Background: an optimization exercise with open tools, aiming at small area and few clock cycles. Do not read the settings as production practice. The RTL was checked by simulation tests, not by an equivalence proof against the original design. Power is estimated from default activity; no workload was simulated.

--- flow/run.sh ---
#!/bin/bash
# Standard layout, with the smallest buffer on the ports.
set -euo pipefail
export BUFFER_PORTS_ARGS="-buffer_cell sky130_fd_sc_hd__buf_1"
bash standard.sh > standard_flow.log 2>&1
--- standard.sh ---
#!/bin/bash
# synth_recipe.tcl (not shown) runs the flow's synth.tcl, then flattens the netlist and writes it again
# the make line also repeats each setting of config.mk as NAME=value (left out here)
make -C /OpenROAD-flow-scripts/flow DESIGN_CONFIG=/design/flow/config.mk WORK_HOME=/design/flow/orfs CLKGATE_MAP_FILE= SYNTH_SCRIPT=/design/flow/synth_recipe.tcl "${@:-finish}"
--- config.mk ---
export PLATFORM = sky130hd
export DESIGN_NAME = tile_window_unit
export DESIGN_NICKNAME = tile_window_unit
export VERILOG_FILES = /design/flow/design.v
export SDC_FILE = /design/flow/constraint.sdc
export NUM_CORES = 4
export LEC_CHECK = 0
export ABC_AREA = 1
export CAP_MARGIN = 20
export CORE_MARGIN = 2
export CORE_UTILIZATION = 70
export CTS_BUF_LIST = sky130_fd_sc_hd__clkbuf_8
export CTS_CLUSTER_DIAMETER = 50
export CTS_CLUSTER_SIZE = 18
export SLEW_MARGIN = 20
--- constraint.sdc ---
create_clock -name core_clock -period 5.0 [get_ports {i_clk}]
set_input_delay 1.0000 -clock core_clock [delete_from_list [all_inputs] [get_ports {i_clk}]]
set_output_delay 1.0000 -clock core_clock [all_outputs]
set_load 0.01 [all_outputs]
--- design.v ---
`default_nettype none
package tile_pkg;
    localparam int PIXEL_W = 8;
    localparam int DEF_CHANNELS = 3;
    localparam int DEF_WIDTH    = 10;
    localparam int DEF_TILE     = 4;
    localparam int DEF_STRIDE   = 2;
    localparam logic [1:0] HS_IDLE         = 2'd0;
    localparam logic [1:0] HS_REQ          = 2'd1;
    localparam logic [1:0] HS_WAIT_ACK_LOW = 2'd2;
endpackage
`default_nettype wire
`timescale 1ns/100ps
`default_nettype none
import tile_pkg::*;
module row_buffer #(
    parameter int DEPTH = 10,
    parameter int EW    = 2 * PIXEL_W,
    parameter int SHOW  = 7
) (
    input  wire logic                 i_clk,
    input  wire logic                 i_rst,
    input  wire logic                 i_clear,
    input  wire logic                 i_push,
    input  wire logic [EW-1:0]        i_data,
    input  wire logic                 i_pop,
    output logic                      o_full,
    output logic                      o_front_valid,
    output logic [SHOW*EW-1:0]        o_front
);
    logic [EW-1:0]    data_q [0:DEPTH-1];
    logic [DEPTH-1:0] valid_q;
    logic [DEPTH-1:0] load;
    logic [DEPTH:0]   vac;
    always_comb begin
        vac[0] = i_pop;
        for (int i = 0; i < DEPTH - 1; i++) begin
            load[i]  = (!valid_q[i] || vac[i]) && valid_q[i+1];
            vac[i+1] = load[i];
        end
        load[DEPTH-1] = i_push;
        vac[DEPTH]    = 1'b0;
    end
    always_ff @(posedge i_clk or posedge i_rst) begin
        if (i_rst) begin
            valid_q <= '0;
        end else if (i_clear) begin
            valid_q <= '0;
        end else begin
            for (int i = 0; i < DEPTH; i++) begin
                valid_q[i] <= (valid_q[i] && !vac[i]) || load[i];
            end
        end
    end
    always_ff @(posedge i_clk) begin
        for (int i = 0; i < DEPTH - 1; i++) begin
            if (load[i]) begin
                data_q[i] <= data_q[i+1];
            end
        end
        if (load[DEPTH-1]) begin
            data_q[DEPTH-1] <= i_data;
        end
    end
    assign o_full        = valid_q[DEPTH-1];
    assign o_front_valid = &valid_q[SHOW-1:0];
    for (genvar s = 0; s < SHOW; s++) begin : g_front
        assign o_front[s*EW +: EW] = data_q[s];
    end
endmodule
`default_nettype wire
`timescale 1ns/100ps
`default_nettype none
import tile_pkg::*;
module row_bank #(
    parameter int CHANNELS = DEF_CHANNELS,
    parameter int TILE     = DEF_TILE,
    parameter int D_E0     = 13,
    parameter int D_E1     = 12,
    parameter int D_E2     = 10,
    parameter int D_O      = 10
) (
    input  wire logic                                   i_clk,
    input  wire logic                                   i_rst,
    input  wire logic                                   i_clear,
    input  wire logic [1:0]                             i_push_ch,
    input  wire logic                                   i_push_par,
    input  wire logic                                   i_push,
    input  wire logic [2*PIXEL_W-1:0]                   i_push_data,
    input  wire logic                                   i_pop,
    output logic                                        o_full_sel,
    output logic                                        o_front_valid,
    output logic      [CHANNELS*TILE*TILE*PIXEL_W-1:0]  o_tile
);
    localparam int EW = 2 * PIXEL_W;
    logic [2*CHANNELS-1:0] full;
    logic [2*CHANNELS-1:0] fvalid;
    for (genvar p = 0; p < 2; p++) begin : g_par
        for (genvar ch = 0; ch < CHANNELS; ch++) begin : g_ch
            localparam int Q = p * CHANNELS + ch;
            localparam int DEPTH = (p == 1) ? D_O :
                                   (ch == 0) ? D_E0 : (ch == 1) ? D_E1 : D_E2;
            logic [7*EW-1:0] front;
            row_buffer #(
                .DEPTH (DEPTH),
                .EW    (EW),
                .SHOW  (7)
            ) u_q (
                .i_clk         (i_clk),
                .i_rst         (i_rst),
                .i_clear       (i_clear),
                .i_push        (i_push && (i_push_par == p[0]) && (i_push_ch == ch[1:0])),
                .i_data        (i_push_data),
                .i_pop         (i_pop),
                .o_full        (full[Q]),
                .o_front_valid (fvalid[Q]),
                .o_front       (front)
            );
            assign o_tile[((ch*TILE + p)*TILE + 0)*PIXEL_W +: EW]     = front[0*EW +: EW];
            assign o_tile[((ch*TILE + p)*TILE + 2)*PIXEL_W +: EW]     = front[1*EW +: EW];
            assign o_tile[((ch*TILE + p + 2)*TILE + 0)*PIXEL_W +: EW] = front[5*EW +: EW];
            assign o_tile[((ch*TILE + p + 2)*TILE + 2)*PIXEL_W +: EW] = front[6*EW +: EW];
        end
    end
    assign o_full_sel    = full[int'(i_push_par) * CHANNELS + int'(i_push_ch)];
    assign o_front_valid = &fvalid;
endmodule
`default_nettype wire
`timescale 1ns/100ps
`default_nettype none
import tile_pkg::*;
module bank_sequencer #(
    parameter int CHANNELS = DEF_CHANNELS,
    parameter int WIDTH    = DEF_WIDTH
) (
    input  wire logic                   i_clk,
    input  wire logic                   i_rst,
    input  wire logic                   i_restart,
    input  wire logic [PIXEL_W-1:0]     i_pixel,
    input  wire logic                   i_pixel_valid,
    output logic                        o_pixel_ready,
    input  wire logic                   i_full_sel,
    output logic [1:0]                  o_push_ch,
    output logic                        o_push_par,
    output logic                        o_push,
    output logic [2*PIXEL_W-1:0]        o_push_data,
    output logic                        o_band_set
);
    logic [$clog2(WIDTH)-1:0] col_q;
    logic [1:0]               ch_q;
    logic                     par_q;
    logic                     primed_q;
    logic [PIXEL_W-1:0]       even_q;
    logic accept;
    logic row_end;
    assign o_pixel_ready = !col_q[0] || !i_full_sel;
    assign accept        = i_pixel_valid && o_pixel_ready && !i_restart;
    assign row_end       = accept && (col_q == WIDTH - 1) && (ch_q == CHANNELS - 1);
    assign o_push_ch   = ch_q;
    assign o_push_par  = par_q;
    assign o_push      = accept && col_q[0];
    assign o_push_data = {i_pixel, even_q};
    assign o_band_set  = row_end && par_q && primed_q;
    always_ff @(posedge i_clk) begin
        if (accept && !col_q[0]) begin
            even_q <= i_pixel;
        end
    end
    always_ff @(posedge i_clk or posedge i_rst) begin
        if (i_rst) begin
            col_q    <= '0;
            ch_q     <= '0;
            par_q    <= 1'b0;
            primed_q <= 1'b0;
        end else if (i_restart) begin
            col_q    <= '0;
            ch_q     <= '0;
            par_q    <= 1'b0;
            primed_q <= 1'b0;
        end else if (accept) begin
            if (col_q == WIDTH - 1) begin
                col_q <= '0;
                if (ch_q == CHANNELS - 1) begin
                    ch_q  <= '0;
                    par_q <= !par_q;
                    if (par_q) begin
                        primed_q <= 1'b1;
                    end
                end else begin
                    ch_q <= ch_q + 1'b1;
                end
            end else begin
                col_q <= col_q + 1'b1;
            end
        end
    end
endmodule
`default_nettype wire
`timescale 1ns/100ps
`default_nettype none
import tile_pkg::*;
module tile_assembler (
    input  wire logic   i_clk,
    input  wire logic   i_rst,
    input  wire logic   i_restart,
    input  wire logic   i_band_set,
    input  wire logic   i_front_valid,
    output logic        o_pop,
    output logic        o_tile_req,
    input  wire logic   i_tile_ack
);
    logic [1:0] state_q;
    logic [1:0] step_q;
    logic       owed_q;
    logic       flush_q;
    logic       ready;
    logic       done;
    assign ready = (owed_q || i_band_set) && i_front_valid && !flush_q;
    assign done  = (state_q == HS_REQ) && i_tile_ack;
    assign o_pop = done || flush_q;
    always_ff @(posedge i_clk or posedge i_rst) begin
        if (i_rst) begin
            state_q <= HS_IDLE;
            step_q  <= '0;
            owed_q  <= 1'b0;
            flush_q <= 1'b0;
        end else begin
            flush_q <= done && (step_q == 2'd3);
            if (i_restart) begin
                step_q <= '0;
            end else if (done) begin
                step_q <= step_q + 1'b1;
            end
            if (i_restart) begin
                owed_q <= 1'b0;
            end else if (i_band_set) begin
                owed_q <= 1'b1;
            end else if (done && (step_q == 2'd3)) begin
                owed_q <= 1'b0;
            end
            case (state_q)
                HS_IDLE: begin
                    if (ready && !i_tile_ack) begin
                        state_q <= HS_REQ;
                    end
                end
                HS_REQ: begin
                    if (i_tile_ack) begin
                        state_q <= HS_WAIT_ACK_LOW;
                    end
                end
                HS_WAIT_ACK_LOW: begin
                    if (!i_tile_ack) begin
                        state_q <= ready ? HS_REQ : HS_IDLE;
                    end
                end
                default: state_q <= HS_IDLE;
            endcase
        end
    end
    assign o_tile_req = (state_q == HS_REQ);
endmodule
`default_nettype wire
`timescale 1ns/100ps
`default_nettype none
import tile_pkg::*;
module tile_window_unit #(
    parameter int CHANNELS = DEF_CHANNELS,
    parameter int WIDTH    = DEF_WIDTH,
    parameter int TILE     = DEF_TILE,
    parameter int STRIDE   = DEF_STRIDE
) (
    input  wire logic                                   i_clk,
    input  wire logic                                   i_rst,
    input  wire logic                                   i_restart,
    input  wire logic [PIXEL_W-1:0]                     i_pixel,
    input  wire logic                                   i_pixel_valid,
    output logic                                        o_pixel_ready,
    output logic      [CHANNELS*TILE*TILE*PIXEL_W-1:0]  o_tile,
    output logic                                        o_tile_req,
    input  wire logic                                   i_tile_ack
);
    logic [1:0]           push_ch;
    logic                 push_par;
    logic                 push;
    logic [2*PIXEL_W-1:0] push_data;
    logic                 full_sel;
    logic                 band_set;
    logic                 front_valid;
    logic                 pop;
    bank_sequencer #(
        .CHANNELS (CHANNELS),
        .WIDTH    (WIDTH)
    ) u_sequencer (
        .i_clk         (i_clk),
        .i_rst         (i_rst),
        .i_restart     (i_restart),
        .i_pixel       (i_pixel),
        .i_pixel_valid (i_pixel_valid),
        .o_pixel_ready (o_pixel_ready),
        .i_full_sel    (full_sel),
        .o_push_ch     (push_ch),
        .o_push_par    (push_par),
        .o_push        (push),
        .o_push_data   (push_data),
        .o_band_set    (band_set)
    );
    row_bank #(
        .CHANNELS (CHANNELS),
        .TILE     (TILE)
    ) u_row_bank (
        .i_clk         (i_clk),
        .i_rst         (i_rst),
        .i_clear       (i_restart),
        .i_push_ch     (push_ch),
        .i_push_par    (push_par),
        .i_push        (push),
        .i_push_data   (push_data),
        .i_pop         (pop),
        .o_full_sel    (full_sel),
        .o_front_valid (front_valid),
        .o_tile        (o_tile)
    );
    tile_assembler u_assembler (
        .i_clk         (i_clk),
        .i_rst         (i_rst),
        .i_restart     (i_restart),
        .i_band_set    (band_set),
        .i_front_valid (front_valid),
        .o_pop         (pop),
        .o_tile_req    (o_tile_req),
        .i_tile_ack    (i_tile_ack)
    );
endmodule
`default_nettype wire
==> results of run 1 <==
==> cells in the mapped netlist (2+ instances only) <==
cell type | instances | area (um^2)
clkbuf_1 | 4 | 15.0
nor2_2 | 5 | 31.3
buf_4 | 384 | 2880
nor2_4 | 3 | 33.8
inv_1 | 130 | 488
ha_1 | 4 | 50.1
nor3_4 | 3 | 48.8
nand2_2 | 3 | 18.8
o21a_1 | 5 | 37.5
a21oi_1 | 52 | 260
o21ai_0 | 16 | 80.1
edfxtp_1 | 1048 | 31500
nand4_2 | 4 | 50.1
nor3_1 | 5 | 25.0
nor4_1 | 5 | 31.3
buf_1 | 3 | 11.3
nand3_1 | 16 | 80.1
nand3_2 | 2 | 20.0
nor2_1 | 83 | 312
nand4_1 | 9 | 56.3
nand2_1 | 83 | 312
nand2_4 | 3 | 33.8
xor2_1 | 2 | 17.5
dfrtp_1 | 79 | 1980
==> worst reg2reg max path, cell delays in order, from the launching register on <==
cell	delay, ps
dfrtp_1	440
ha_1	170
inv_1	40
fa_1	490
inv_1	50
a21oi_1	100
o21ai_0	90
nand2_1	60
nand2_1	50
nand3_1	120
nand4_1	140
nor2_1	260
nand2_1	100
inv_1	510
==> state kept, by name, summed over array words and instances (netlist names) <==
signal                             flops
u_row_bank.g_par.g_ch.u_q.data_q    1040
u_row_bank.g_par.g_ch.u_q.valid_q     65
u_sequencer.even_q                     8
u_sequencer.col_q                      4
u_assembler.state_q                    2
u_assembler.step_q                     2
u_sequencer.ch_q                       2
u_assembler.flush_q                    1
u_assembler.owed_q                     1
u_sequencer.par_q                      1
u_sequencer.primed_q                   1
==> layout make-up <==
class	count	area share
clock buffer	91	0.0315
sequential	1127	0.842
antenna	1	0.0000630
inverter	133	0.0128
multi-input combinational	309	0.0400
timing repair buffer	416	0.0411
tap	696	0.0219
clock inverter	51	0.0104
==> worst paths after layout <==
path / slack [ps] / startpoint / depth (start not counted) / to
worst min register to register: 410 / u_row_bank.g_par[0].g_ch[0].u_q.data_q[12][8] / 0 / u_row_bank.g_par[0].g_ch[0].u_q.data_q[11][8]
worst min-delay path: 410 / u_row_bank.g_par[0].g_ch[0].u_q.data_q[12][8] / 0 / u_row_bank.g_par[0].g_ch[0].u_q.data_q[11][8]
worst max register to register: 2000 / u_sequencer.par_q / 13 / u_row_bank.g_par[0].g_ch[2].u_q.data_q[9][14]
worst max-delay path: 1480 / u_sequencer.par_q / 10 / o_pixel_ready
max in group asynchronous: 3640 / i_rst / 3 / u_row_bank.g_par[0].g_ch[2].u_q.valid_q[4]
min in group asynchronous: 470 / i_rst / 2 / u_row_bank.g_par[1].g_ch[0].u_q.valid_q[9]
==> logic make-up (layout without fill, tap and decap cells) <==
family	count (synthesis)	after routing	share of synthesized area
AOI/OAI and AO/OA	76	76	0.0104
DFF	1127	1127	0.870
buffers and inverters	524	691	0.0888
other	0	1	0
and+or+nand+nor	226	226	0.0281
adders and majority gates	5	5	0.00182
xor gates and xnor gates	2	2	0.000456
==> power by group through the flow <==
stage / sequential [mW] / clock [mW] / combinational (mW)
3_5_place_dp: 10.4 / 0 / 0.0953
4_1_cts: 10.2 / 4.88 / 0.0955
6_report: 10.2 / 4.71 / 0.0942
5_1_grt: 10.2 / 5.20 / 0.105
2_1_floorplan: 10.4 / 0 / 0.0513
3_3_place_gp: 10.4 / 0 / 0.0915
==> per-stage QoR <==
step	worst slack, ps	utilization	hold WS [ps]	area, um^2
after floorplan	1980	-	400	38400
after global placement	1620	0.703	400	38000
after detailed placement	1600	0.704	405	38000
after CTS	1420	0.735	412	39700
after global routing	1300	0.735	417	39700
final	1480	0.735	412	39700
==> layer usage <==
layer | track usage | wire, um
met4 | 0.0646 | 1220
met1 | 0.283 | 23900
met2 | 0.331 | 28700
met5 | 0 | 0
met3 | 0.0467 | 3840
==> results.txt, run 1 <==
- IO buf count: 398
- Global-route wire length before repair: 83900 um
- Iter 0 DRT Violations: 964
- Largest net degree at the start of global routing: 69
- Core area: 54000 um^2
- Hold buffers post-CTS: 0
- Synth cell types: 33
- Post-Route WL: 57600 um
- Most frequent cells in the layout: edfxtp_1, buf_1, inv_1
- Post_cts resized: 0
- FP Rows: 85
- TritonCTS clock tree: yes
- RSZ-0062 raised after global routing: no
- Worst EP arrival: 2520 ps
- Final Setup Violations: 0
- Synth Cell Area: 38400 um^2
- Crit share post-route: 0.704
- Final Hold Viols: 0
- Synth-to-Final Area Change: 3.35%
- Max incr delay on CP: 490 ps
- MaxCap Viol Count: 0
- Seq pwr share: 0.680
- Switching pwr: 2.82 mW
- Worst-case vdd ir drop: 0.287 mV
- Sw Ratio: 0.188
- FILL cells: 3161
- Initial Util: 0.711
- Clk sink count: 1127
- Pins Over Slew Limit: 0
- Final Critical Period: 3520 ps
- Area of the multi-input gates: 1590 um^2
- H-tree levels: 3
- Fmax: 284 MHz
- Worst slew pin tran: 1040 ps
- WP data required: 4000 ps
- DP Wirelength: 39900 um
- Fin nets: 2085
- Clk slew on worst S/H paths: 110 ps
- Worst path cell trace: ha_1 -> inv_1 -> fa_1 -> inv_1 -> a21oi_1 -> o21ai_0 -> nand2_1 -> nand2_1 -> nand3_1 -> buf_1
- Syn Inst Count: 1960
- Gate power share: 0.006
- Mean post-synth cell area: 19.6 um^2
- Status: finished clean
- Clock network power share: 0.314
- Synthesized flop and latch total: 1127
- Placer Congestion: 0.865
- Drt wl/cell: 20.4 um
- Root buffer cell: clkbuf_8
- Worst Hold Class: flop to flop
- CTS max path bufs: 3
- Overall Global Routing Usage: 0.204
- Commonest non-fill, non-tap cell in the layout: edfxtp_1
- Layout cells sized above 1: 0.0799
- Number of global-route vias before repair: 13991
- Clock latency on the worst-skew pair: 670 ps
- Crit Path Max Fanout: 6
- Number of enable flip-flop cells after synthesis: 1048
- FF/Latch Area: 33400 um^2
- I/O Pins: 399
- Initial antenna violation count: 1
- Ys flop type: edfxtp_1
- Vias: 14599
- Die ar.: 56800 um^2
- Synth async-reset ratio: 0.0701
- Leak: 13.1 nW
- Top cell family by delay on the critical path: adder cells
- Tot Pwr: 15.0 mW
- Postcts setup bufs: 0
- Global route overflow: 0
- ANT nets after route: 0
- CP max-delay cell: fa_1
- First-pass DRT Iterations: 5
- Final setup TNS: 0 ps
- Syn nets: 1978
- CP endpoint kind: output pin
- Sequential element share of the synthesized area: 0.870
- P per Cell Area: 378 nW/um^2
- Buf/Inv on CP: 3
- Final Non-Filler Cells: 2824
- Slew headroom: 0.305
- Num CTS Buffers: 80
- Placed insts: 2680
- Internal power: 12.2 mW
- Syn. warnings: 8
- Residual DRC: 0
- Startpoint Class: flop
- Final Skew: 29.8 ps
- Via/cell ratio: 5.17
- Die W: 238 um
- Chip Height: 238 um
- WS Path Type: flop to output pin
Testbench counts, summed over its fixed seeds: cycles 7,841.
==> inputs of run 2 (changes only) <==
--- a/design.v
+++ b/design.v
@@ -78,3 +78,3 @@
     parameter int D_E0     = 13,
-    parameter int D_E1     = 12,
+    parameter int D_E1     = 11,
     parameter int D_E2     = 10,
==> run 2 against run 1 <==
- non-clock buffer count down 2
- critical path depth unchanged
- sequential power about the same
- clock-buffer cell count fell by 4
- core utilization decreased by 0.67 points
- global-route usage increased by 0.82 points
- wire length rose by 1.6%
- largest cell class unchanged
==> results.txt, run 2 <==
- Post_cts resized: 0 (unchanged)
- Final setup TNS: 0 ps (unchanged)
- P per Cell Area: 375 nW/um^2 (-0.84%)
- Seq pwr share: 0.686 (+0.006)
- Clock network power share: 0.308 (-0.006)
- CTS max path bufs: 3 (unchanged)
- Syn Inst Count: 1931 (-1.5%)
- RSZ-0062 raised after global routing: no
- Area after DPL: 37500 um^2 (-1.4%)
- Commonest non-fill, non-tap cell in the layout: edfxtp_1
- Clk sink count: 1110 (-1.5%)
- Synth Cell Area: 37900 um^2 (-1.3%)
- Synth top area cells: edfxtp_1, buf_4, dfrtp_1
- TritonCTS clock tree: yes
- Met1 wire length: 24800 um (+4.0%)
- Initial Util: 0.706 (-0.00495)
- Final core occ: 0.728 (-0.00675)
- Biggest regs: u_row_bank.g_par.g_ch.u_q.data_q x1024, u_row_bank.g_par.g_ch.u_q.valid_q x64, u_sequencer.even_q x8
- Fmax: 284 MHz (about the same)
- Placed insts: 2649 (-1.2%)
- Root buffer cell: clkbuf_8
- Final Hold Viols: 0 (unchanged)
- Layout cells sized above 1: 0.0838 (+0.00388)
- Post-Route WL: 58600 um (+1.6%)
- Number of enable flip-flop cells after synthesis: 1032 (-1.5%)
- Placer Congestion: 0.829 (-4.2%)
- Global-route wire length before repair: 86500 um (+3.1%)
- ANT nets after route: 0 (unchanged)
- Postcts setup bufs: 0 (unchanged)
- Metal3 WL: 3600 um (-6.3%)
- Pre-CTS WS: 1420 ps (-174 ps)
- Worst-case vdd ir drop: 0.303 mV (+5.5%)
- Crit Path Max Fanout: 5 (-1)
- Drt wl/cell: 20.9 um (+2.6%)
- Clk slew on worst S/H paths: 100 ps (about the same)
- Startpoint Class: flop
- Biggest area consumer among synthesized cells: edfxtp_1
- Crit share post-route: 0.704 (about the same)
- I/O Pins: 399 (unchanged)
- Global route overflow: 0 (unchanged)
- MaxCap Viol Count: 0 (unchanged)
- Via/cell ratio: 5.20 (+0.54%)
- Origin of the critical flop-to-flop path: u_sequencer.par_q
- Final Critical Period: 3520 ps (-1.74 ps)
- Gate power share: 0.007 (about the same)
- Syn nets: 1949 (-1.5%)
- Ys flop type: edfxtp_1
- Metal2 WL: 28800 um (+0.48%)
- Share of the synthesized area in the top cell type: 0.817 (-0.00202)
- Hold WS: 330 ps (-82.1 ps)
- Status: finished clean
- WP data required: 4000 ps (about the same)
- Sequential element share of the synthesized area: 0.868 (-0.00201)
- FILL cells: 3146 (-0.47%)
- Final Setup Violations: 0 (unchanged)
- FP Rows: 85 (unchanged)
- Synth async-reset ratio: 0.0703 (+0.000173)
- Internal power: 11.8 mW (-2.9%)
- Area of the multi-input gates: 1610 um^2 (+1.3%)
- Slew headroom: 0.276 (-0.0294)
- Iter 0 DRT Violations: 1265 (+31%)
- Largest Register: u_row_bank.g_par.g_ch.u_q.data_q
- Mean post-synth cell area: 19.6 um^2 (+0.20%)
- Overall Global Routing Usage: 0.212 (+0.00815)
- Max FFs per register: 1024 (-1.5%)
- Worst slew pin tran: 1080 ps (+40.1 ps)
- Clock latency on the worst-skew pair: 690 ps (+20 ps)
- Largest net degree at the start of global routing: 67 (-2.9%)
- Switching pwr: 2.83 mW (+0.13%)
- DP Wirelength: 40400 um (+1.4%)
- Worst EP arrival: 2520 ps (about the same)
- Final Skew: 30.7 ps (+0.864 ps)
- Syn. warnings: 8 (unchanged)
- Initial antenna violation count: 3 (+2)
- H-tree levels: 3 (unchanged)
- Synth-to-Final Area Change: 3.12%
- Residual DRC: 0 (unchanged)
- Leak: 12.8 nW (-2.1%)
- Most frequent cell after synthesis: edfxtp_1
- FF/Latch Area: 32900 um^2 (-1.5%)
- Worst setup margin: 1480 ps (+1.74 ps)
- Sw Ratio: 0.193 (+0.00473)
- First-pass DRT Iterations: 5 (unchanged)
- Die W: 237 um (-0.63%)
- Vias: 14537 (-0.42%)
- Chip Height: 237 um (-0.63%)
- Top Layer Used: met5
- Setup crit start: u_sequencer.par_q
- WS Path Type: flop to output pin
- Synth cell types: 36 (+9.1%)
- Commonest cells post-synth: edfxtp_1, buf_4, inv_1
- Pins Over Slew Limit: 0 (unchanged)
- Number of global-route vias before repair: 14223 (+1.7%)
- Num CTS Buffers: 80 (unchanged)
- Final Non-Filler Cells: 2797 (-0.96%)
- Fin nets: 2053 (-1.5%)
- Synthesized flop and latch total: 1110 (-1.5%)
- Die ar.: 56100 um^2 (-1.3%)
- Post-route cell area: 39100 um^2 (-1.5%)
- Most frequent cells in the layout: edfxtp_1, buf_1, inv_1
- Worst Hold Class: input port to async pin
- Hold buffers post-CTS: 0 (unchanged)
- Tot Pwr: 14.7 mW (-2.3%)
- CP endpoint kind: output pin
- Core area: 53700 um^2 (-0.59%)
- IO buf count: 398 (unchanged)
## run 2: cell types whose count changed in the layout (fill, tap and decap cells not counted), moves of 4 or more
cell / before / now
inv_6: 3 / 7
inv_8: 5 / 1
clkbuf_8: 91 / 87
nand2_1: 83 / 78
clkinv_4: 1 / 6
clkinv_2: 3 / 8
nor2_1: 75 / 70
edfxtp_1: 1048 / 1032
nor2_4: 3 / 7
## run 2: cell families (layout without fill, tap and decap cells)
| kind of cell | after synthesis | after routing | share of synthesized area |
|---|---|---|---|
| AOI/OAI and AO/OA | 75 | 75 | 0.0106 |
| xor gates and xnor gates | 1 | 1 | 0.000231 |
| adders and majority gates | 5 | 5 | 0.00185 |
| buffers and inverters | 520 | 689 | 0.0898 |
| DFF | 1110 | 1110 | 0.868 |
| other | 0 | 1 | 0 |
| and+or+nand+nor | 220 | 220 | 0.0291 |
## run 2: final cells by class
cell class,instances,area share
clock buffer,87,0.0306
multi-input combinational,301,0.0412
sequential,1110,0.842
antenna,1,0.0000640
tap,696,0.0223
clock inverter,60,0.0101
inverter,128,0.0123
timing repair buffer,414,0.0413
## run 2: path summary, 6_finish.rpt
| path | to | slack [ps] | cells after the start |
|---|---|---|---|
| max | o_pixel_ready | 1480 | 10 |
| min | u_row_bank.g_par[0].g_ch[0].u_q.valid_q[11] | 330 | 2 |
| max reg2reg | u_row_bank.g_par[1].g_ch[1].u_q.data_q[9][7] | 2090 | 13 |
| min reg2reg | u_row_bank.g_par[1].g_ch[0].u_q.data_q[8][5] | 400 | 0 |
| max in group asynchronous | u_row_bank.g_par[1].g_ch[0].u_q.valid_q[6] | 3600 | 3 |
| min in group core_clock | u_row_bank.g_par[1].g_ch[0].u_q.data_q[8][5] | 400 | 0 |
## run 2: power by group through the flow
stage               combinational (mW)  clock, mW  sequential [mW]
finish                          0.0960       4.51             10.1
global route                     0.108       5.02             10.1
global placement                0.0946          0             10.3
CTS                             0.0976       4.68             10.1
floorplan                       0.0540          0             10.2
detailed placement              0.0973          0             10.3
## run 2: layer usage
layer,global-route usage,vias to the layer above
li1,-,6767
met1,0.300,7229
met2,0.343,445
met3,0.0422,94
met4,0.0673,2
met5,0,-
## run 2: worst max-delay path, cell delays in order, from the launching register on
cell	delay [ps]
dfrtp_1	430
ha_1	170
inv_1	50
fa_1	490
inv_1	50
a21oi_1	90
o21ai_0	80
nand2_1	60
nand2_1	60
nand3_2	90
buf_1	240
Testbench counts of run 2, summed over its fixed seeds: cycles 7,899.
==> inputs of run 3 (changes only) <==
--- a/config.mk
+++ b/config.mk
@@ -12,4 +12,4 @@
 export CTS_BUF_LIST = sky130_fd_sc_hd__clkbuf_8
-export CTS_CLUSTER_DIAMETER = 50
-export CTS_CLUSTER_SIZE = 18
+export CTS_CLUSTER_DIAMETER = 60
+export CTS_CLUSTER_SIZE = 16
 export SLEW_MARGIN = 20
==> run 3 against run 2 <==
- cell count fell by 0.43%
- sequential share of layout area increased by 0.56 points
- clock skew rose by 1.8 ps
- sequential cell count unchanged
==> results.txt, run 3 <==
- Status: finished clean
- TritonCTS clock tree: yes
- FILL cells: 3223 (+2.4%)
- Hold buffers post-CTS: 0 (unchanged)
- Post-synthesis adder-cell area fraction: 0.00185 (unchanged)
- Clock latency on the worst-skew pair: 680 ps (about the same)
- Simple-Gate Fraction of Synth Area: 0.0291 (unchanged)
- Syn Inst Count: 1931 (unchanged)
- XOR/XNOR share of the synthesized area: 0.000231 (unchanged)
- Number of enable flip-flop cells after synthesis: 1032 (unchanged)
- Via/cell ratio: 5.22 (+0.50%)
- Most frequent cells in the layout: edfxtp_1, buf_1, inv_1
- Final Non-Filler Cells: 2785 (-0.43%)
- Placer Congestion: 0.829 (unchanged)
- N_diodes: 0 (-1)
- Share of the synthesized area in the top cell type: 0.817 (unchanged)
- MaxCap Viol Count: 0 (unchanged)
- IO buf count: 398 (unchanged)
- Synth-to-Final Area Change: 2.44%
- Commonest cells post-synth: edfxtp_1, buf_4, inv_1
- Final Setup Violations: 0 (unchanged)
- Origin of the critical flop-to-flop path: u_sequencer.par_q
- Fmax: 286 MHz (+0.76%)
- Startpoint Class: flop
- R2R setup slack: 2070 ps (-20 ps)
- Layout cells sized above 1: 0.0685 (-0.0154)
- DP Wirelength: 40400 um (unchanged)
- Die ar.: 56100 um^2 (unchanged)
- Ys flop type: edfxtp_1
- Worst Setup EP: o_pixel_ready
- ANT nets after route: 0 (unchanged)
- Syn. warnings: 8 (unchanged)
- Residual DRC: 0 (unchanged)
- Worst-case vdd ir drop: 0.287 mV (-5.2%)
- Chip Height: 237 um (unchanged)
- Global-route wire length before repair: 86100 um (-0.47%)
- Biggest regs: u_row_bank.g_par.g_ch.u_q.data_q x1024, u_row_bank.g_par.g_ch.u_q.valid_q x64, u_sequencer.even_q x8
- Synthesized flop and latch total: 1110 (unchanged)
- Crit Path Max Fanout: 5 (unchanged)
- CTS max path bufs: 3 (unchanged)
- Clk slew on worst S/H paths: 100 ps (about the same)
- Final Skew: 32.5 ps (+1.80 ps)
- FF/Latch Area: 32900 um^2 (unchanged)
- Num CTS Buffers: 79 (-1.3%)
- Sequential element share of the synthesized area: 0.868 (unchanged)
- Setup crit start: u_sequencer.par_q
- Final Hold Viols: 0 (unchanged)
- Worst slew pin tran: 912 ps (-170 ps)
- Synth top area cells: edfxtp_1, buf_4, dfrtp_1
- WP data required: 4000 ps (about the same)
- Core area: 53700 um^2 (unchanged)
- Hold WS: 340 ps (+9.88 ps)
- Crit share post-route: 0.698 (-0.00528)
- Tot Pwr: 14.2 mW (-2.9%)
- Synth Cell Area: 37900 um^2 (unchanged)
- Largest net degree at the start of global routing: 67 (unchanged)
- Worst EP arrival: 2490 ps (-30 ps)
- Most frequent cell after synthesis: edfxtp_1
- Initial Util: 0.706 (unchanged)
- Mux contribution to synthesized area: 0 (unchanged)
- CP endpoint kind: output pin
- Vias: 14547 (+0.069%)
- Die W: 237 um (unchanged)
- RSZ-0062 raised after global routing: no
- R2r endpoint: u_row_bank.g_par[1].g_ch[1].u_q.data_q[9][15]
- Iter 0 DRT Violations: 1160 (-8.3%)
- Biggest area consumer among synthesized cells: edfxtp_1
- Max FFs per register: 1024 (unchanged)
- I/O Pins: 399 (unchanged)
- Number of global-route vias before repair: 14104 (-0.84%)
- Root buffer cell: clkbuf_8
- Initial antenna violation count: 3 (unchanged)
- First-pass DRT Iterations: 6 (+1)
- Largest Register: u_row_bank.g_par.g_ch.u_q.data_q
- Fin nets: 2053 (unchanged)
- Clk sink count: 1110 (unchanged)
- Postcts setup bufs: 0 (unchanged)
- Mean post-synth cell area: 19.6 um^2 (unchanged)
- Pins Over Slew Limit: 0 (unchanged)
- Final Critical Period: 3490 ps (-26.4 ps)
- Largest family of logic cells by synthesized area: buffers and inverters
- Slew headroom: 0.392 (+0.116)
- Drt wl/cell: 21.0 um (+0.43%)
- H-tree levels: 3 (unchanged)
- Area of the multi-input gates: 1610 um^2 (unchanged)
- Leak: 12.8 nW (-0.24%)
- Worst Hold Class: input port to async pin
- Syn nets: 1949 (unchanged)
- Placed insts: 2649 (unchanged)
- WS Path Type: flop to output pin
- Commonest non-fill, non-tap cell in the layout: edfxtp_1
- Post_cts resized: 0 (unchanged)
- Global route overflow: 0 (unchanged)
- Overall Global Routing Usage: 0.211 (-0.00103)
- Final setup TNS: 0 ps (unchanged)
- Synth async-reset ratio: 0.0703 (unchanged)
- Depth of the worst register-to-register path: 13 (unchanged)
- Post-Route WL: 58600 um (about the same)
- Synth cell types: 36 (unchanged)
- Synth Area in Compound Gates: 0.0106 (unchanged)
- P per Cell Area: 366 nW/um^2 (-2.2%)
- FP Rows: 85 (unchanged)
## run 3: worst max-delay path, cell delays in order, from the launching register on
cell and delay [ps]:
dfrtp_1 430, ha_1 170, inv_1 50, fa_1 490
inv_1 50, a21oi_1 90, o21ai_0 90, nand2_1 70
nand2_1 60, nand3_2 90, buf_1 240
## run 3: kinds of logic after synthesis
kind of cell	count (synthesis)
and+or+nand+nor	220
DFF	1110
buffers and inverters	520
xor gates and xnor gates	1
AOI/OAI and AO/OA	75
adders and majority gates	5
## run 3: worst min-delay path by stage
stage | from | end | slack, ps
after floorplan | u_row_bank.g_par[0].g_ch[0].u_q.data_q[11][0] | u_row_bank.g_par[0].g_ch[0].u_q.data_q[10][0] | 400
after global routing | i_rst | u_row_bank.g_par[0].g_ch[0].u_q.valid_q[10] | 360
after CTS | i_rst | u_row_bank.g_par[0].g_ch[0].u_q.valid_q[6] | 310
final | i_rst | u_row_bank.g_par[0].g_ch[0].u_q.valid_q[10] | 340
after global placement | u_row_bank.g_par[1].g_ch[1].u_q.data_q[9][13] | u_row_bank.g_par[1].g_ch[1].u_q.data_q[8][13] | 400
after detailed placement | u_row_bank.g_par[0].g_ch[0].u_q.data_q[11][14] | u_row_bank.g_par[0].g_ch[0].u_q.data_q[10][14] | 400
## run 3: metrics by stage
stage	worst slack, ps	cell area [um^2]	util
floorplan	2000	37900	-
global placement	1550	37500	0.698
detailed placement	1420	37500	0.698
CTS	1450	38800	0.723
global route	1320	38900	0.724
finish	1510	38900	0.724
## run 3: power by group
group,internal [mW],switching [mW]
Combinational,0.0171,0.0795
Sequential,10.0,0.0219
Clock,1.53,2.56
Total,11.6,2.66
## run 3: per-layer routing
metal / vias to the layer above / GRT usage / share of wire
met4: 4 / 0.0619 / 0.021
met3: 82 / 0.0431 / 0.067
met5: - / 0 / 0.00051
li1: 6754 / - / -
met2: 469 / 0.340 / 0.49
met1: 7238 / 0.301 / 0.42
## run 3: layout make-up
type	count	share of cell area
Timing Repair Buffer	415	0.0418
Clock inverter	56	0.00625
Inverter	128	0.0124
Multi-Input combinational cell	301	0.0414
Tap cell	696	0.0224
Sequential cell	1110	0.848
Clock buffer	79	0.0280
==> inputs of run 4 (changes only) <==
--- a/config.mk
+++ b/config.mk
@@ -10,6 +10,6 @@
 export CORE_MARGIN = 2
-export CORE_UTILIZATION = 70
-export CTS_BUF_LIST = sky130_fd_sc_hd__clkbuf_8
-export CTS_CLUSTER_DIAMETER = 60
-export CTS_CLUSTER_SIZE = 16
+export CORE_UTILIZATION = 60
+export CTS_BUF_LIST = sky130_fd_sc_hd__clkbuf_4 sky130_fd_sc_hd__clkbuf_8
+export CTS_CLUSTER_DIAMETER = 50
+export CTS_CLUSTER_SIZE = 18
 export SLEW_MARGIN = 20
==> run 4 against run 3 <==
- still clean on timing, DRC and antenna
- clock skew up 2.8 ps
- critical path depth unchanged
- cell area up 2.1%
- largest cell class unchanged
==> results.txt, run 4 <==
- Synth top area cells: edfxtp_1, buf_4, dfrtp_1
- Synth async-reset ratio: 0.0703 (unchanged)
- Top cell family by delay on the critical path: adder cells
- Startpoint Class: flop
- Crit share post-route: 0.706 (+0.00783)
- Synthesized flop and latch total: 1110 (unchanged)
- MaxCap Viol Count: 0 (unchanged)
- Worst Hold Class: flop to flop
- Sequential element share of the synthesized area: 0.868 (unchanged)
- Layout cells sized above 1: 0.103 (+0.0348)
- Ys flop type: edfxtp_1
- Slew headroom: 0.330 (-0.0619)
- Iter 0 DRT Violations: 1100 (-5.2%)
- Postcts setup bufs: 0 (unchanged)
- FP Rows: 92 (+8.2%)
- Syn. warnings: 8 (unchanged)
- Synth Cell Area: 37900 um^2 (unchanged)
- Buf/Inv on CP: 3 (unchanged)
- Number of global-route vias before repair: 14531 (+3.0%)
- Share of the synthesized area in the top cell type: 0.817 (unchanged)
- Number of enable flip-flop cells after synthesis: 1032 (unchanged)
- FF/Latch Area: 32900 um^2 (unchanged)
- Worst slew pin tran: 1010 ps (+92.8 ps)
- Post-route cell area: 39700 um^2 (+2.1%)
- Status: finished clean
- Leak: 12.9 nW (+1.1%)
- Final Skew: 35.3 ps (+2.82 ps)
- Clock latency on the worst-skew pair: 700 ps (+20 ps)
- Largest Register: u_row_bank.g_par.g_ch.u_q.data_q
- Core area: 62700 um^2 (+17%)
- Global-route wire length before repair: 90300 um (+4.8%)
- Num CTS Buffers: 88 (+11%)
- Synth-to-Final Area Change: 4.63%
- RSZ-0062 raised after global routing: no
- Final Critical Period: 3530 ps (+39.2 ps)
- Worst path cell trace: ha_1 -> inv_1 -> fa_1 -> inv_1 -> a21oi_1 -> o21ai_0 -> nand2_1 -> nand2_1 -> nand3_2 -> buf_1
- CP max-delay cell: fa_1
- Post-Route WL: 61200 um (+4.5%)
- DP Wirelength: 41900 um (+3.8%)
- CP endpoint kind: output pin
- Worst EP arrival: 2530 ps (+40 ps)
- Via/cell ratio: 4.96 (-5.1%)
- Chip Height: 255 um (+7.9%)
- Worst-case vdd ir drop: 0.307 mV (+6.7%)
- Final Hold Viols: 0 (unchanged)
- Pins Over Slew Limit: 0 (unchanged)
- Hold buffers post-CTS: 0 (unchanged)
- Most frequent cell after synthesis: edfxtp_1
- IO buf count: 398 (unchanged)
- Fin nets: 2059 (+0.29%)
- Area of the multi-input gates: 1620 um^2 (+0.39%)
- Max incr delay on CP: 490 ps (about the same)
- Final Setup Violations: 0 (unchanged)
- Commonest non-fill, non-tap cell in the layout: edfxtp_1
- Area after DPL: 37700 um^2 (+0.47%)
- FILL cells: 4396 (+36%)
- Most frequent cells in the layout: edfxtp_1, buf_1, inv_1
- Residual DRC: 0 (unchanged)
- Syn nets: 1949 (unchanged)
- TritonCTS clock tree: yes
- Commonest cells post-synth: edfxtp_1, buf_4, inv_1
- Initial antenna violation count: 7 (+4)
- I/O Pins: 399 (unchanged)
- Post_cts resized: 0 (unchanged)
- Fmax: 283 MHz (-1.1%)
- Clk slew on worst S/H paths: 110 ps (about the same)
- Global route overflow: 0 (unchanged)
- Syn Inst Count: 1931 (unchanged)
- WP data required: 4000 ps (about the same)
- Synth cell types: 36 (unchanged)
- Clk sink count: 1110 (unchanged)
- Mean post-synth cell area: 19.6 um^2 (unchanged)
- Largest net degree at the start of global routing: 79 (+18%)
- Die ar.: 65200 um^2 (+16%)
- ANT nets after route: 0 (unchanged)
- CTS max path bufs: 3 (unchanged)
- Biggest area consumer among synthesized cells: edfxtp_1
- Biggest regs: u_row_bank.g_par.g_ch.u_q.data_q x1024, u_row_bank.g_par.g_ch.u_q.valid_q x64, u_sequencer.even_q x8
- Placer Congestion: 0.823 (-0.63%)
- First-pass DRT Iterations: 5 (-1)
- H-tree levels: 3 (unchanged)
- R2R setup slack: 2010 ps (-60 ps)
- Overall Global Routing Usage: 0.187 (-0.0240)
- P per Cell Area: 388 nW/um^2 (+5.9%)
- Drt wl/cell: 20.7 um (-1.7%)
- Max FFs per register: 1024 (unchanged)
- Vias: 14674 (+0.87%)
- Initial Util: 0.605 (-0.102)
- Crit Path Max Fanout: 5 (unchanged)
- WS Path Type: flop to output pin
- Die W: 255 um (+7.9%)
- Root buffer cell: clkbuf_8
- Final setup TNS: 0 ps (unchanged)
## run 4: cell counts after synthesis
Identical to the previous run, type by type.
## run 4: layout make-up
| type | count | area share |
|---|---|---|
| multi-input cells | 301 | 0.0407 |
| inverters | 128 | 0.0123 |
| clock inverters | 51 | 0.0144 |
| well taps | 846 | 0.0267 |
| flip-flops and latches | 1110 | 0.830 |
| diodes | 3 | 0.000189 |
| repair buffers | 412 | 0.0403 |
| clock buffers | 110 | 0.0355 |
## run 4: worst paths after layout
kind                                                               startpoint                                             to  cells past startpoint
worst min-delay path            u_row_bank.g_par[1].g_ch[0].u_q.data_q[7][10]  u_row_bank.g_par[1].g_ch[0].u_q.data_q[6][10]                      0
max in group asynchronous                                               i_rst     u_row_bank.g_par[1].g_ch[0].u_q.valid_q[0]                      2
worst max-delay path                                        u_sequencer.par_q                                  o_pixel_ready                     10
worst max register to register                              u_sequencer.par_q  u_row_bank.g_par[1].g_ch[1].u_q.data_q[9][13]                     13
min in group asynchronous                                               i_rst    u_row_bank.g_par[0].g_ch[0].u_q.valid_q[10]                      2
worst min register to register  u_row_bank.g_par[1].g_ch[0].u_q.data_q[7][10]  u_row_bank.g_par[1].g_ch[0].u_q.data_q[6][10]                      0
## run 4: report_power, final
| group | leakage, nW | total (mW) | internal (mW) | switching [mW] |
|---|---|---|---|---|
| combinational | 1.52 | 0.0991 | 0.0167 | 0.0825 |
| sequential | 10.4 | 10.1 | 10.0 | 0.0219 |
| clock | 1.02 | 5.25 | 2.30 | 2.95 |
| total | 12.9 | 15.4 | 12.3 | 3.06 |
## run 4: cells by family (layout without fill, tap and decap cells)
family,after synthesis,count (layout),synth area share
flip-flops,1110,1110,0.868
buffers and inverters,520,701,0.0898
XOR/XNOR,1,1,0.000231
adder cells (fa/ha/maj),5,5,0.00185
other,0,3,0
AND/OR/NAND/NOR,220,220,0.0291
AO/OA/AOI/OAI,75,75,0.0106
## run 4: metrics by stage
stage                     std cells  hold slack, ps  power (mW)   util  worst slack [ps]
after floorplan                1931             400        10.3      -              2000
after global placement         2797             400        10.4  0.601              1500
after detailed placement       2797             405        10.4  0.601              1380
after CTS                      2958             407        15.6  0.632              1410
after global routing           2959             402        15.9  0.633              1290
final                          2961             405        15.4  0.633              1470
## run 4: worst register-to-register path: cells and delay by family, from the launching register on
family | cells | cell delay (ps)
compound gates | 2 | 190
fa+ha+maj | 2 | 660
buf+inv | 3 | 600
flops | 1 | 430
simple gates | 6 | 710
## run 4: routing by layer
layer	routed length, um	track usage
met1	25800	0.257
met2	30900	0.311
met3	3170	0.0316
met4	1320	0.0613
met5	16	0
==> inputs of run 5 (changes only) <==
==> flow/run.sh (replaced) <==
#!/bin/bash
# Standard layout, with the smallest buffer on the ports and no dummy
# loads in the clock tree.
set -euo pipefail
export BUFFER_PORTS_ARGS="-buffer_cell sky130_fd_sc_hd__buf_1"
export CTS_ARGS="-sink_clustering_enable -repair_clock_nets -sink_clustering_size 16 -sink_clustering_max_diameter 60 -buf_list sky130_fd_sc_hd__clkbuf_8 -dont_use_dummy_load"
bash standard.sh > standard_flow.log 2>&1
--- a/config.mk
+++ b/config.mk
@@ -10,6 +10,6 @@
 export CORE_MARGIN = 2
-export CORE_UTILIZATION = 60
-export CTS_BUF_LIST = sky130_fd_sc_hd__clkbuf_4 sky130_fd_sc_hd__clkbuf_8
-export CTS_CLUSTER_DIAMETER = 50
-export CTS_CLUSTER_SIZE = 18
+export CORE_UTILIZATION = 70
+export CTS_BUF_LIST = sky130_fd_sc_hd__clkbuf_8
+export CTS_CLUSTER_DIAMETER = 60
+export CTS_CLUSTER_SIZE = 16
 export SLEW_MARGIN = 20
==> run 5 against run 4 <==
- still clean on timing, DRC and antenna
- cell count decreased by 7.8%
- via count decreased by 1.2%
- global-route usage increased by 2.3 points
- clock-buffer cell count decreased by 31
- critical path type unchanged
- critical endpoint unchanged
- largest cell class unchanged
==> results.txt, run 5 <==
- Status: finished clean
- Buf/Inv on CP: 3 (unchanged)
- Clk sink count: 1110 (unchanged)
- Final Hold Viols: 0 (unchanged)
- Fmax: 287 MHz (+1.4%)
- Worst Hold Class: input port to async pin
- Pins Over Slew Limit: 0 (unchanged)
- Overall Global Routing Usage: 0.210 (+0.0234)
- Synth Cell Area: 37900 um^2 (unchanged)
- TritonCTS clock tree: yes
- Root buffer cell: clkbuf_8
- Origin of the critical flop-to-flop path: u_sequencer.par_q
- Synth cell types: 36 (unchanged)
- Initial antenna violation count: 3 (-4)
- Number of enable flip-flop cells after synthesis: 1032 (unchanged)
- Biggest area consumer among synthesized cells: edfxtp_1
- Sw Ratio: 0.182 (-0.0170)
- CP max-delay cell: fa_1
- Final Skew: 41.8 ps (+6.48 ps)
- FILL cells: 3218 (-27%)
- Hold buffers post-CTS: 0 (unchanged)
- Synth Area in Compound Gates: 0.0106 (unchanged)
- Iter 0 DRT Violations: 1182 (+7.5%)
- Drt wl/cell: 21.3 um (+3.3%)
- Max incr delay on CP: 490 ps (about the same)
- Num CTS Buffers: 79 (-10%)
- Depth of the worst register-to-register path: 13 (unchanged)
- Share of the synthesized area in the top cell type: 0.817 (unchanged)
- Simple-Gate Fraction of Synth Area: 0.0291 (unchanged)
- Mean post-synth cell area: 19.6 um^2 (unchanged)
- DP Wirelength: 40400 um (-3.6%)
- Post-route cell area: 38600 um^2 (-2.7%)
- Commonest cells post-synth: edfxtp_1, buf_4, inv_1
- Switching pwr: 2.54 mW (-17%)
- Final setup TNS: 0 ps (unchanged)
- Clk slew on worst S/H paths: 100 ps (about the same)
- Area after DPL: 37500 um^2 (-0.47%)
- Synth async-reset ratio: 0.0703 (unchanged)
- Final Critical Period: 3480 ps (-48.4 ps)
- Syn Inst Count: 1931 (unchanged)
- Top cell family by delay on the critical path: adder cells
- Global-route wire length before repair: 85700 um (-5.0%)
- Most frequent cell after synthesis: edfxtp_1
- I/O Pins: 399 (unchanged)
- FP Rows: 85 (-7.6%)
- Initial Util: 0.706 (+0.102)
- Startpoint Class: flop
- Residual DRC: 0 (unchanged)
- Syn. warnings: 8 (unchanged)
- Via/cell ratio: 5.31 (+7.2%)
- Clock latency on the worst-skew pair: 670 ps (-30 ps)
- Largest net degree at the start of global routing: 67 (-15%)
- Postcts setup bufs: 0 (unchanged)
- Die ar.: 56100 um^2 (-14%)
- Most frequent cells in the layout: edfxtp_1, buf_1, inv_1
- RSZ-0062 raised after global routing: no
- Worst slew pin tran: 909 ps (-95.8 ps)
- P per Cell Area: 363 nW/um^2 (-6.5%)
- CP endpoint kind: output pin
- Placer Congestion: 0.829 (+0.63%)
- Post-Route WL: 58200 um (-4.8%)
- Core area: 53700 um^2 (-14%)
- Chip Height: 237 um (-7.3%)
- Die W: 237 um (-7.3%)
- Global route overflow: 0 (unchanged)
- Leak: 12.5 nW (-3.4%)
- First-pass DRT Iterations: 5 (unchanged)
- Synthesized flop and latch total: 1110 (unchanged)
- Sequential element share of the synthesized area: 0.868 (unchanged)
- Post-synthesis adder-cell area fraction: 0.00185 (unchanged)
- WS Path Type: flop to output pin
- Clock network power share: 0.276 (-0.065)
- MaxCap Viol Count: 0 (unchanged)
- Crit share post-route: 0.697 (-0.00969)
- Final Setup Violations: 0 (unchanged)
- Fin nets: 2053 (-0.29%)
- Largest Register: u_row_bank.g_par.g_ch.u_q.data_q
- Mux contribution to synthesized area: 0 (unchanged)
- R2r endpoint: u_row_bank.g_par[0].g_ch[0].u_q.data_q[12][12]
- Gate power share: 0.007 (about the same)
- Crit Path Max Fanout: 5 (unchanged)
- ANT nets after route: 0 (unchanged)
- Largest family of logic cells by synthesized area: buffers and inverters
- Worst EP arrival: 2480 ps (-50 ps)
- IO buf count: 398 (unchanged)
- Vias: 14492 (-1.2%)
- FF/Latch Area: 32900 um^2 (unchanged)
- Number of global-route vias before repair: 14072 (-3.2%)
- R2R setup slack: 2070 ps (+60 ps)
- Worst path cell trace: ha_1 -> inv_1 -> fa_1 -> inv_1 -> a21oi_1 -> o21ai_0 -> nand2_1 -> nand2_1 -> nand3_2 -> buf_1
- Commonest non-fill, non-tap cell in the layout: edfxtp_1
- Synth top area cells: edfxtp_1, buf_4, dfrtp_1
- Post_cts resized: 0 (unchanged)
- Internal power: 11.5 mW (-7.1%)
- Area of the multi-input gates: 1610 um^2 (-0.39%)
- Syn nets: 1949 (unchanged)
- Layout cells sized above 1: 0.0684 (-0.0348)
- Biggest regs: u_row_bank.g_par.g_ch.u_q.data_q x1024, u_row_bank.g_par.g_ch.u_q.valid_q x64, u_sequencer.even_q x8
- Seq pwr share: 0.717 (+0.064)
- H-tree levels: 3 (unchanged)
- N_diodes: 0 (-3)
- WP data required: 4000 ps (about the same)
- Synth-to-Final Area Change: 1.80%
- Slew headroom: 0.394 (+0.0639)
- Max FFs per register: 1024 (unchanged)
- Ys flop type: edfxtp_1
- Worst-case vdd ir drop: 0.275 mV (-10%)
- XOR/XNOR share of the synthesized area: 0.000231 (unchanged)
- CTS max path bufs: 3 (unchanged)
run 5: cell types whose count changed in the layout (fill, tap and decap cells not counted), sizes merged:
cell      before  now
bufinv         6    0
clkbuf       110   79
diode          3    0
clkinv        22    3
buf          412  415
inv          146  125
clkinvlp       5    0
run 5: per-layer routing:
layer / GRT usage / up-vias / wire length (um)
li1: - / 6703 / -
met1: 0.299 / 7239 / 24400
met4: 0.0627 / 4 / 1210
met3: 0.0437 / 80 / 4040
met5: 0 / - / 30
met2: 0.339 / 466 / 28500
run 5: worst register-to-register path: stages, from the launching register on:
cell and delay (ps):
dfrtp_1 430, ha_1 170, inv_1 50, fa_1 490
inv_1 50, a21oi_1 90, o21ai_0 90, nand2_1 70
nand2_1 60, nand3_2 100, nand4_1 120, nor2_1 210
nand2_1 140, inv_1 500
run 5: cell type report:
class	instances	share of cell area
sequential	1110	0.853
tap	696	0.0226
clock buffer	79	0.0282
inverter	128	0.0125
multi-input combinational	301	0.0417
timing repair buffer	415	0.0420
run 5: logic make-up after synthesis:
logic type,after synthesis
AO/OA/AOI/OAI,75
adder cells (fa/ha/maj),5
AND/OR/NAND/NOR,220
flip-flops,1110
XOR/XNOR,1
buffers and inverters,520
run 5: worst max-delay path by stage:
stage | startpoint | endpoint | slack, ps | depth (start not counted)
final | u_sequencer.par_q | o_pixel_ready | 1520 | 10
after global routing | u_sequencer.par_q | o_pixel_ready | 1350 | 10
after CTS | u_sequencer.par_q | o_pixel_ready | 1480 | 10
after detailed placement | i_tile_ack | u_row_bank.g_par[1].g_ch[2].u_q.data_q[4][8] | 1420 | 9
after global placement | i_tile_ack | u_row_bank.g_par[0].g_ch[2].u_q.data_q[6][10] | 1550 | 9
after floorplan | i_rst | u_assembler.flush_q | 2000 | 1
run 5: power groups by stage:
stage | Combinational [mW] | Clock (mW) | Sequential, mW
2_1_floorplan | 0.0540 | 0 | 10.2
3_3_place_gp | 0.0946 | 0 | 10.3
3_5_place_dp | 0.0973 | 0 | 10.3
4_1_cts | 0.0976 | 4.01 | 10.1
5_1_grt | 0.108 | 4.35 | 10.1
6_report | 0.0968 | 3.86 | 10.1
run 5: stage by stage:
| step | utilization | hold WS [ps] | std cells | power, mW | setup slack (ps) |
|---|---|---|---|---|---|
| 2_1_floorplan | - | 400 | 1931 | 10.3 | 2000 |
| 3_3_place_gp | 0.698 | 400 | 2648 | 10.4 | 1550 |
| 3_5_place_dp | 0.698 | 405 | 2649 | 10.4 | 1420 |
| 4_1_cts | 0.718 | 315 | 2728 | 14.2 | 1480 |
| 5_1_grt | 0.719 | 357 | 2729 | 14.5 | 1350 |
| 6_report | 0.719 | 352 | 2729 | 14.0 | 1520 |
==> inputs of run 6 (changes only) <==
==> flow/run.sh (replaced) <==
#!/bin/bash
# Standard layout, with the smallest buffer on the ports and no dummy
# loads in the clock tree.
set -euo pipefail
export BUFFER_PORTS_ARGS="-buffer_cell sky130_fd_sc_hd__buf_1"
export CTS_ARGS="-sink_clustering_enable -repair_clock_nets -sink_clustering_size 20 -sink_clustering_max_diameter 60 -buf_list sky130_fd_sc_hd__clkbuf_8 -dont_use_dummy_load"
bash standard.sh > standard_flow.log 2>&1
==> run 6 against run 5 <==
- still clean
- cell count is 0.51% lower
- power is 2.0% lower
- area after synthesis is the same
- clock skew grew 24 ps
- hold slack got worse by 2.7 ps
- core utilization down 0.35 points
- largest cell class unchanged
- sequential power is essentially flat
- global-route usage about the same
- largest power group unchanged
- critical path depth did not move
- fmax about the same
==> results.txt, run 6 <==
- Status: finished clean
- Synth Area in Compound Gates: 0.0106 (unchanged)
- Clk sink count: 1110 (unchanged)
- RSZ-0062 raised after global routing: no
- Number of enable flip-flop cells after synthesis: 1032 (unchanged)
- Die W: 237 um (unchanged)
- Biggest regs: u_row_bank.g_par.g_ch.u_q.data_q x1024, u_row_bank.g_par.g_ch.u_q.valid_q x64, u_sequencer.even_q x8
- Final Hold Viols: 0 (unchanged)
- Hold WS: 349 ps (-2.71 ps)
- Leak: 12.4 nW (-0.79%)
- WP data required: 4000 ps (about the same)
- Final Skew: 66.1 ps (+24.3 ps)
- Final Non-Filler Cells: 2715 (-0.51%)
- Postcts setup bufs: 0 (unchanged)
- CTS max path bufs: 3 (unchanged)
- Clock latency on the worst-skew pair: 660 ps (about the same)
- Commonest cells post-synth: edfxtp_1, buf_4, inv_1
- Simple-Gate Fraction of Synth Area: 0.0291 (unchanged)
- XOR/XNOR share of the synthesized area: 0.000231 (unchanged)
- IO buf count: 398 (unchanged)
- ANT nets after route: 0 (unchanged)
- Chip Height: 237 um (unchanged)
- Synthesized flop and latch total: 1110 (unchanged)
- Residual DRC: 0 (unchanged)
- TritonCTS clock tree: yes
- Slew headroom: 0.266 (-0.127)
- FILL cells: 3233 (+0.47%)
- Largest Register: u_row_bank.g_par.g_ch.u_q.data_q
- First-pass DRT Iterations: 5 (unchanged)
- Mux contribution to synthesized area: 0 (unchanged)
- Crit Path Max Fanout: 5 (unchanged)
- Synth async-reset ratio: 0.0703 (unchanged)
- Largest family of logic cells by synthesized area: buffers and inverters
- Initial antenna violation count: 3 (unchanged)
- Post_cts resized: 0 (unchanged)
- CP max-delay cell: fa_1
- Max incr delay on CP: 490 ps (about the same)
- DP Wirelength: 40400 um (unchanged)
- Buf/Inv on CP: 3 (unchanged)
- Core area: 53700 um^2 (unchanged)
- Synth Cell Area: 37900 um^2 (unchanged)
- H-tree levels: 3 (unchanged)
- Die ar.: 56100 um^2 (unchanged)
- Iter 0 DRT Violations: 1154 (-2.4%)
- P per Cell Area: 357 nW/um^2 (-1.5%)
- Most frequent cells in the layout: edfxtp_1, buf_1, inv_1
- Hold buffers post-CTS: 0 (unchanged)
- Number of global-route vias before repair: 14027 (-0.32%)
- WS Path Type: flop to output pin
- Syn Inst Count: 1931 (unchanged)
- Area of the multi-input gates: 1610 um^2 (unchanged)
- Startpoint Class: flop
- Post-Route WL: 58100 um (-0.27%)
- Drt wl/cell: 21.4 um (+0.24%)
- Origin of the critical flop-to-flop path: u_sequencer.par_q
- Layout cells sized above 1: 0.0619 (-0.00646)
- Worst EP arrival: 2480 ps (about the same)
- N_diodes: 0 (unchanged)
- Worst slew pin tran: 1100 ps (+187 ps)
- Final Setup Violations: 0 (unchanged)
- Vias: 14360 (-0.91%)
- Most frequent cell after synthesis: edfxtp_1
- Share of the synthesized area in the top cell type: 0.817 (unchanged)
- Biggest area consumer among synthesized cells: edfxtp_1
- Largest net degree at the start of global routing: 67 (unchanged)
- Root buffer cell: clkbuf_8
- I/O Pins: 399 (unchanged)
- Num CTS Buffers: 66 (-16%)
- Crit share post-route: 0.696 (about the same)
- Via/cell ratio: 5.29 (-0.40%)
- FP Rows: 85 (unchanged)
- Synth cell types: 36 (unchanged)
- Syn. warnings: 8 (unchanged)
- Depth of the worst register-to-register path: 13 (unchanged)
- Worst-case vdd ir drop: 0.253 mV (-8.0%)
- Fin nets: 2039 (-0.68%)
- CP endpoint kind: output pin
- R2R setup slack: 2080 ps (about the same)
- Ys flop type: edfxtp_1
- Worst Hold Class: input port to async pin
- Commonest non-fill, non-tap cell in the layout: edfxtp_1
- Synth-to-Final Area Change: 1.31%
- Final Critical Period: 3480 ps (-2.58 ps)
- Clk slew on worst S/H paths: 110 ps (about the same)
- Sequential element share of the synthesized area: 0.868 (unchanged)
- R2r endpoint: u_row_bank.g_par[1].g_ch[1].u_q.data_q[9][7]
- Top cell family by delay on the critical path: adder cells
- Max FFs per register: 1024 (unchanged)
- Post-route cell area: 38400 um^2 (-0.48%)
- Fmax: 287 MHz (about the same)
- Placer Congestion: 0.829 (unchanged)
- Area after DPL: 37500 um^2 (unchanged)
- Placed insts: 2649 (unchanged)
- FF/Latch Area: 32900 um^2 (unchanged)
- Mean post-synth cell area: 19.6 um^2 (unchanged)
- Synth top area cells: edfxtp_1, buf_4, dfrtp_1
- Initial Util: 0.706 (unchanged)
- Pins Over Slew Limit: 0 (unchanged)
- Post-synthesis adder-cell area fraction: 0.00185 (unchanged)
- Final setup TNS: 0 ps (unchanged)
- Worst path cell trace: ha_1 -> inv_1 -> fa_1 -> inv_1 -> a21oi_1 -> o21ai_0 -> nand2_1 -> nand2_1 -> nand3_2 -> buf_1
- Overall Global Routing Usage: 0.210 (-0.000481)
- MaxCap Viol Count: 0 (unchanged)
- Syn nets: 1949 (unchanged)
- Global route overflow: 0 (unchanged)
- Global-route wire length before repair: 85500 um (-0.23%)
-- run 6: cell count changes in the layout (fill, tap and decap cells not counted), sizes merged --
| cell | delta |
|---|---|
| clkbuf | -13 |
| buf | -1 |
-- run 6: through the flow --
step                      setup WS (ps)   util  total power, mW
final                              1520  0.716             13.7
after detailed placement           1420  0.698             10.4
after global routing               1330  0.716             14.2
after global placement             1550  0.698             10.4
after floorplan                    2000      -             10.3
after CTS                          1460  0.715             13.9
-- run 6: per-layer routing --
layer | track usage | vias to the layer above | routed length, um
met5 | 0 | - | 26
met4 | 0.0625 | 4 | 1200
met3 | 0.0412 | 77 | 3680
met2 | 0.341 | 442 | 28700
met1 | 0.298 | 7175 | 24500
li1 | - | 6662 | -
-- run 6: worst max-delay path by stage --
stage / from / to / slack [ps] / depth (start not counted)
detailed placement: i_tile_ack / u_row_bank.g_par[1].g_ch[2].u_q.data_q[4][8] / 1420 / 9
global placement: i_tile_ack / u_row_bank.g_par[0].g_ch[2].u_q.data_q[6][10] / 1550 / 9
floorplan: i_rst / u_assembler.flush_q / 2000 / 1
finish: u_sequencer.par_q / o_pixel_ready / 1520 / 10
global route: u_sequencer.par_q / o_pixel_ready / 1330 / 10
CTS: u_sequencer.par_q / o_pixel_ready / 1460 / 10
-- run 6: final cells by class --
type	count	share of cell area
repair buffers	414	0.0420
flip-flops and latches	1110	0.857
multi-input cells	301	0.0419
clock buffers	66	0.0236
inverters	128	0.0126
well taps	696	0.0227
-- run 6: cell families (layout without fill, tap and decap cells) --
family,Yosys count,count (layout)
compound gates,75,75
xor+xnor,1,1
fa+ha+maj,5,5
buf+inv,520,608
flops,1110,1110
simple gates,220,220
-- run 6: where the power goes --
part	internal [mW]	leakage (nW)	switching (mW)
clock	1.20	0.475	2.38
sequential	10.0	10.4	0.0222
combinational	0.0170	1.53	0.0794
==> inputs of run 7 (changes only) <==
--- a/config.mk
+++ b/config.mk
@@ -13,3 +13,3 @@
 export CTS_CLUSTER_DIAMETER = 60
-export CTS_CLUSTER_SIZE = 16
+export CTS_CLUSTER_SIZE = 20
 export SLEW_MARGIN = 20
==> run 7 against run 6 <==
- largest power group unchanged
- clock skew did not move
- via count unchanged
- register-to-register slack about the same
- first-iteration DRC count unchanged
- fmax unchanged
- cell area did not move
- sequential power about the same
- setup slack unchanged
- sequential share of layout area stayed put
==> results.txt, run 7 <==
- Depth of the worst register-to-register path: 13 (unchanged)
- Number of enable flip-flop cells after synthesis: 1032 (unchanged)
- Placed insts: 2649 (unchanged)
- Clock latency on the worst-skew pair: 660 ps (about the same)
- Synth-to-Final Area Change: 1.31% (unchanged)
- Layout cells sized above 1: 0.0619 (unchanged)
- Root buffer cell: clkbuf_8
- Die W: 237 um (unchanged)
- Synth top area cells: edfxtp_1, buf_4, dfrtp_1
- IO buf count: 398 (unchanged)
- Fin nets: 2039 (unchanged)
- Origin of the critical flop-to-flop path: u_sequencer.par_q
- Worst slew pin tran: 1100 ps (unchanged)
- Post-Route WL: 58100 um (unchanged)
- Worst path cell trace: ha_1 -> inv_1 -> fa_1 -> inv_1 -> a21oi_1 -> o21ai_0 -> nand2_1 -> nand2_1 -> nand3_2 -> buf_1
- Biggest area consumer among synthesized cells: edfxtp_1
- ANT nets after route: 0 (unchanged)
- FP Rows: 85 (unchanged)
- Hold buffers post-CTS: 0 (unchanged)
- Worst Hold Class: input port to async pin
- Status: finished clean
- CP endpoint kind: output pin
- Max FFs per register: 1024 (unchanged)
- Final core occ: 0.716 (unchanged)
- Slew headroom: 0.266 (unchanged)
- Synth async-reset ratio: 0.0703 (unchanged)
- RSZ-0062 raised after global routing: no
- Die ar.: 56100 um^2 (unchanged)
- Ys flop type: edfxtp_1
- Sequential element share of the synthesized area: 0.868 (unchanged)
- Commonest non-fill, non-tap cell in the layout: edfxtp_1
- WP data required: 4000 ps (about the same)
- Placer Congestion: 0.829 (unchanged)
- Global route overflow: 0 (unchanged)
- Largest Register: u_row_bank.g_par.g_ch.u_q.data_q
- Biggest regs: u_row_bank.g_par.g_ch.u_q.data_q x1024, u_row_bank.g_par.g_ch.u_q.valid_q x64, u_sequencer.even_q x8
- Share of the synthesized area in the top cell type: 0.817 (unchanged)
- Most frequent cell after synthesis: edfxtp_1
- Synth Cell Area: 37900 um^2 (unchanged)
- Final setup TNS: 0 ps (unchanged)
- Drt wl/cell: 21.4 um (unchanged)
- Residual DRC: 0 (unchanged)
- Number of global-route vias before repair: 14027 (unchanged)
- H-tree levels: 3 (unchanged)
- Clk sink count: 1110 (unchanged)
- Initial Util: 0.706 (unchanged)
- Worst EP arrival: 2480 ps (about the same)
- Via/cell ratio: 5.29 (unchanged)
- Final Setup Violations: 0 (unchanged)
- Mean post-synth cell area: 19.6 um^2 (unchanged)
- Synthesized flop and latch total: 1110 (unchanged)
- First-pass DRT Iterations: 5 (unchanged)
- N_diodes: 0 (unchanged)
- P per Cell Area: 357 nW/um^2 (unchanged)
- CP max-delay cell: fa_1
- Syn. warnings: 8 (unchanged)
- Most frequent cells in the layout: edfxtp_1, buf_1, inv_1
- Global-route wire length before repair: 85500 um (unchanged)
- Overall Global Routing Usage: 0.210 (unchanged)
- Largest net degree at the start of global routing: 67 (unchanged)
- Synth cell types: 36 (unchanged)
- Post_cts resized: 0 (unchanged)
- Syn Inst Count: 1931 (unchanged)
- Iter 0 DRT Violations: 1154 (unchanged)
- Crit Path Max Fanout: 5 (unchanged)
- MaxCap Viol Count: 0 (unchanged)
- Worst-case vdd ir drop: 0.253 mV (unchanged)
- Crit share post-route: 0.696 (unchanged)
- R2R setup slack: 2080 ps (about the same)
- I/O Pins: 399 (unchanged)
- Leak: 12.4 nW (unchanged)
run 7: cell counts in the layout (fill, tap and decap cells not counted):
Identical to the previous run, type by type.
run 7: area by class of cell:
class	instances	area, um^2
inverter	128	483
sequential	1110	32900
clock buffer	66	908
multi-input combinational	301	1610
timing repair buffer	414	1620
tap	696	871
fill	3233	15300
run 7: through the flow:
step	instance area [um^2]	power [mW]	setup WS, ps	hold WS, ps
2_1_floorplan	37900	10.3	2000	400
3_3_place_gp	37500	10.4	1550	400
3_5_place_dp	37500	10.4	1420	405
4_1_cts	38400	13.9	1460	309
5_1_grt	38400	14.2	1330	351
6_report	38400	13.7	1520	349
run 7: cells by family (layout without fill, tap and decap cells):
logic type	Yosys count	count (layout)	synth area share
buffers and inverters	520	608	0.0898
AO/OA/AOI/OAI	75	75	0.0106
adder cells (fa/ha/maj)	5	5	0.00185
AND/OR/NAND/NOR	220	220	0.0291
XOR/XNOR	1	1	0.000231
flip-flops	1110	1110	0.868
run 7: how the worst max path moves through the flow:
| stage | end | slack (ps) | cells after the start |
|---|---|---|---|
| final | o_pixel_ready | 1520 | 10 |
| after global routing | o_pixel_ready | 1330 | 10 |
| after CTS | o_pixel_ready | 1460 | 10 |
| after detailed placement | u_row_bank.g_par[1].g_ch[2].u_q.data_q[4][8] | 1420 | 9 |
| after global placement | u_row_bank.g_par[0].g_ch[2].u_q.data_q[6][10] | 1550 | 9 |
| after floorplan | u_assembler.flush_q | 2000 | 1 |
run 7: worst max-delay path: cells and delay by family (launching register included):
| kind | cells | cell delay [ps] |
|---|---|---|
| simple gates | 3 | 220 |
| buf+inv | 3 | 340 |
| fa+ha+maj | 2 | 660 |
| compound gates | 2 | 170 |
| flops | 1 | 440 |
run 7: routing by layer:
layer  wire [um]  track usage  up-vias
met3        3680       0.0412       77
met5          26            0        -
met2       28700        0.341      442
met1       24500        0.298     7175
met4        1200       0.0625        4
li1            -            -     6662
run 7: power by group:
part,leakage [nW],internal (mW),total [mW],switching [mW]
clock,0.475,1.20,3.58,2.38
combinational,1.53,0.0170,0.0964,0.0794
sequential,10.4,10.0,10.1,0.0222
total,12.4,11.2,13.7,2.48

Setup slack of run 7, layout unchanged: 1.519 ns with ideal ports, 1.462 ns with driving cells assumed (clock clkbuf_16, inputs buf_2), 1.495 ns with port delays also shifted by the 0.687 ns mid clock arrival.
